Context: an optimization exercise on an open-source flow, tuned for small area, a short achievable clock period and few clock cycles per item. The choices shown serve that exercise and are no tape-out recipe.
Function was checked by simulation only, so behaviour that the tests miss may differ from the original.

Design player_motion, start of the top module:
module player_motion #(
  parameter int QM         = 6,
  parameter int QN         = 10,
  parameter int MAP_BITS   = 4,
  parameter int START_X    = 1536,
  parameter int START_Y    = 11776,
  parameter int START_FX   = 0,
  parameter int START_FY   = -1024,
  parameter int START_VX   = 512,
  parameter int START_VY   = 0
) (
  input  logic                       clk,
  input  logic                       reset,
  input  logic                       tick,
  input  logic                       moveF,
  input  logic                       moveB,
  input  logic                       strafeL,
  input  logic                       strafeR,
  input  logic                       rotL,
  input  logic                       rotR,
  output logic                       map_req,
  output logic [MAP_BITS-1:0]        map_col,
  output logic [MAP_BITS-1:0]        map_row,
  input  logic                       map_ack,
  input  logic [1:0]                 map_val,
  output logic signed [QM+QN-1:0]    playerX,
  output logic signed [QM+QN-1:0]    playerY,
  output logic signed [QM+QN-1:0]    facingX,
  output logic signed [QM+QN-1:0]    facingY,
  output logic signed [QM+QN-1:0]    vplaneX,
  output logic signed [QM+QN-1:0]    vplaneY,
  ...
Settings: LEC_CHECK=0, ABC_AREA=1, CAP_MARGIN=20, CORE_MARGIN=2, CORE_UTILIZATION=40, SLEW_MARGIN=20; clock period 11.5 ns.
run.sh (not shown) runs the stock make flow with config.mk's settings and CLKGATE_MAP_FILE= SYNTH_SCRIPT=/design/flow/synth_recipe.tcl, a recipe that flattens the netlist after the stock synthesis.
Testbench counts at the start, summed over its fixed seeds: cycles 3,403, ticks 3,200.
Then changed:
--- a/flow/design.v
+++ b/flow/design.v
@@ -47,15 +47,15 @@
   logic       bF, bB, bL, bR, rl, rr;
   assign btn = (st_q == IDLE) ? {moveF, moveB, strafeL, strafeR, rotL, rotR} : ctrl_q;
   assign {bF, bB, bL, bR, rl, rr} = btn;
   localparam int WS = 18;
   localparam int WD = WS - QN;        
   logic [WS-1:0] p5, q5, s1, s2;
   logic signed [WD-1:0] dp, dnp, dq, dnq, d1p, d1n, d2p, d2n, e1p, e1n, e2p, e2n;
-  logic signed [WD-1:0] c1p_q, c1n_q, c2p_q, c2n_q;
+  logic signed [WD-1:0] cp_q, cnp_q, cq_q, cnq_q, c1p_q, c1n_q, c2p_q, c2n_q;
   logic                 cand_ok_q;
   logic signed [WD-1:0] dx8, dy8;
   logic signed [W-1:0]  dx, dy, nx, ny;
   logic                 fwd_p, fwd_n, sd_r, sd_l;
   pm_add #(WS) u_p5 (.a(WS'(fx_q) << 2), .b(WS'(fx_q)), .ci(1'b0), .y(p5));
   pm_add #(WS) u_q5 (.a(WS'(fy_q) << 2), .b(WS'(fy_q)), .ci(1'b0), .y(q5));
   pm_add #(WS) u_s1 (.a(p5), .b(q5), .ci(1'b0), .y(s1));
@@ -74,31 +74,35 @@
     d2n = neg_step(s2);
   end
   pm_diag u_e1p (.d(d1p), .y(e1p));
   pm_diag u_e1n (.d(d1n), .y(e1n));
   pm_diag u_e2p (.d(d2p), .y(e2p));
   pm_diag u_e2n (.d(d2n), .y(e2n));
   always_ff @(posedge clk) begin
+    cp_q  <= dp;
+    cnp_q <= dnp;
+    cq_q  <= dq;
+    cnq_q <= dnq;
     c1p_q <= e1p;
     c1n_q <= e1n;
     c2p_q <= e2p;
     c2n_q <= e2n;
   end
   always_comb begin
     fwd_p = bF & ~bB;
     fwd_n = bB & ~bF;
     sd_r  = bR & ~bL;
     sd_l  = bL & ~bR;
     dx8 = '0;
     dy8 = '0;
     case ({fwd_p, fwd_n, sd_r, sd_l})
-      4'b1000: begin dx8 = dp;  dy8 = dq;  end
-      4'b0100: begin dx8 = dnp; dy8 = dnq; end
-      4'b0010: begin dx8 = dnq; dy8 = dp;  end
-      4'b0001: begin dx8 = dq;  dy8 = dnp; end
+      4'b1000: begin dx8 = cp_q;  dy8 = cq_q;  end
+      4'b0100: begin dx8 = cnp_q; dy8 = cnq_q; end
+      4'b0010: begin dx8 = cnq_q; dy8 = cp_q;  end
+      4'b0001: begin dx8 = cq_q;  dy8 = cnp_q; end
       4'b1010: begin dx8 = c2p_q; dy8 = c1p_q; end
       4'b1001: begin dx8 = c1p_q; dy8 = c2n_q; end
       4'b0110: begin dx8 = c1n_q; dy8 = c2p_q; end
       4'b0101: begin dx8 = c2n_q; dy8 = c1n_q; end
       default: ;
     endcase
     dx = W'(dx8);
@@ -109,15 +113,15 @@
   logic signed [W-1:0] rfx, rfy, rvx, rvy;
   pm_rot u_rfx (.c(fx_q), .s(fy_q), .neg(rr), .y(rfx));
   pm_rot u_rfy (.c(fy_q), .s(fx_q), .neg(rl), .y(rfy));
   pm_rot u_rvx (.c(vx_q), .s(vy_q), .neg(rr), .y(rvx));
   pm_rot u_rvy (.c(vy_q), .s(vx_q), .neg(rl), .y(rvy));
   logic [CB-1:0] cell_x, cell_y;
   logic chg_x, chg_y, off_x, off_y, same_cx, same_ry, same_y, byp_y, cur_x, cur_y;
-  logic known_x, rej_x, known_y, rej_y, wall_in, commit, moved, cand_use;
+  logic known_x, rej_x, known_y, rej_y, wall_in, commit, moved;
   logic signed [W-1:0] nxf, nyf;
   assign wall_in = map_val != 2'b00;
   always_comb begin
     chg_x   = dx != '0;
     chg_y   = dy != '0;
     off_x   = nx[W-1:TB] != '0;
     off_y   = ny[W-1:TB] != '0;
@@ -137,16 +141,15 @@
       known_y = map_ack;
       rej_y   = wall_in;
     end else begin
       known_y = !chg_y || off_y || (same_y && cur_ok_q) || (byp_y && map_ack);
       rej_y   = chg_y && (off_y || (byp_y && wall_in));
     end
     nyf    = rej_y ? py_q : ny;
-    cand_use = (bF ^ bB) && (bL ^ bR);
-    commit = known_x && known_y && (st_q != IDLE || (tick && (cand_ok_q || !cand_use)));
+    commit = known_x && known_y && (st_q != IDLE || (tick && cand_ok_q));
     moved  = nxf[TB-1:QN] != px_q[TB-1:QN] || nyf[TB-1:QN] != py_q[TB-1:QN];
     cur_x  = same_cx;
     cur_y  = same_y;
   end
   always_ff @(posedge clk or negedge reset) begin
     if (!reset) begin
       st_q     <= IDLE;
@@ -170,15 +173,15 @@
         fx_q <= rfx;
         fy_q <= rfy;
         vx_q <= rvx;
         vy_q <= rvy;
       end
       if (commit) begin
         st_q <= IDLE;
-      end else if (st_q == IDLE && tick && !cand_ok_q && cand_use) begin
+      end else if (st_q == IDLE && tick && !cand_ok_q) begin
         st_q <= PRE;
       end else if ((st_q == IDLE && tick) || st_q == PRE || (st_q == PX && map_ack)) begin
         st_q <= known_x ? PY : PX;
       end
       if (commit && moved)
         cur_ok_q <= 1'b1;
       else if (map_ack && !wall_in && ((st_q == PX && cur_x) || (st_q == PY && cur_y)))
The changed run completed with no timing, DRC or antenna violations; worst hold slack is better by 5.3 ps; first-iteration DRC count climbs by 5.6%; clock-buffer cell count drops by 5; routed wire length climbs by 0.66%; cell area climbs by 5.7%; global-route usage drops by 1.2 points; die area climbs by 6.6%; sequential share of layout area climbs by 1.7 points.
Testbench counts after the change, summed over its fixed seeds: cycles 3,970, ticks 3,200.

[re-timing with driven ports]
The results above use ideal ports. As a check the final layouts listed here were re-extracted and re-timed, cells and wires unchanged.
Step 1 assumes that a clkbuf_16 drives the clock port and a buf_2 every other input.
Step 2 adds t to the input delays and takes it off the output delays; t is the mean of the earliest and latest rising clock arrival at the registers after step 1. Input paths then give back, and output paths get back, about the clock's delay inside the block.
Slacks: no drivers / after step 1 / after step 2; pairs: no drivers / after step 1.
| run | shift t [ns] | slack for setup (ns) | worst register clock-pin slew, ns | cell pins on the clock port's net |
|---|---|---|---|---|
| the first run | 0.538 | 2.461 / 2.461 / 2.461 | 0.07 / 0.07 | 1 |
| the second run | 0.565 | 2.905 / 2.905 / 2.902 | 0.08 / 0.08 | 1 |
After both steps setup and hold are still met in every run listed. The setup slack of the second run, which loses most, moves by 0.000 ns with the drivers and by -0.003 ns with both steps.
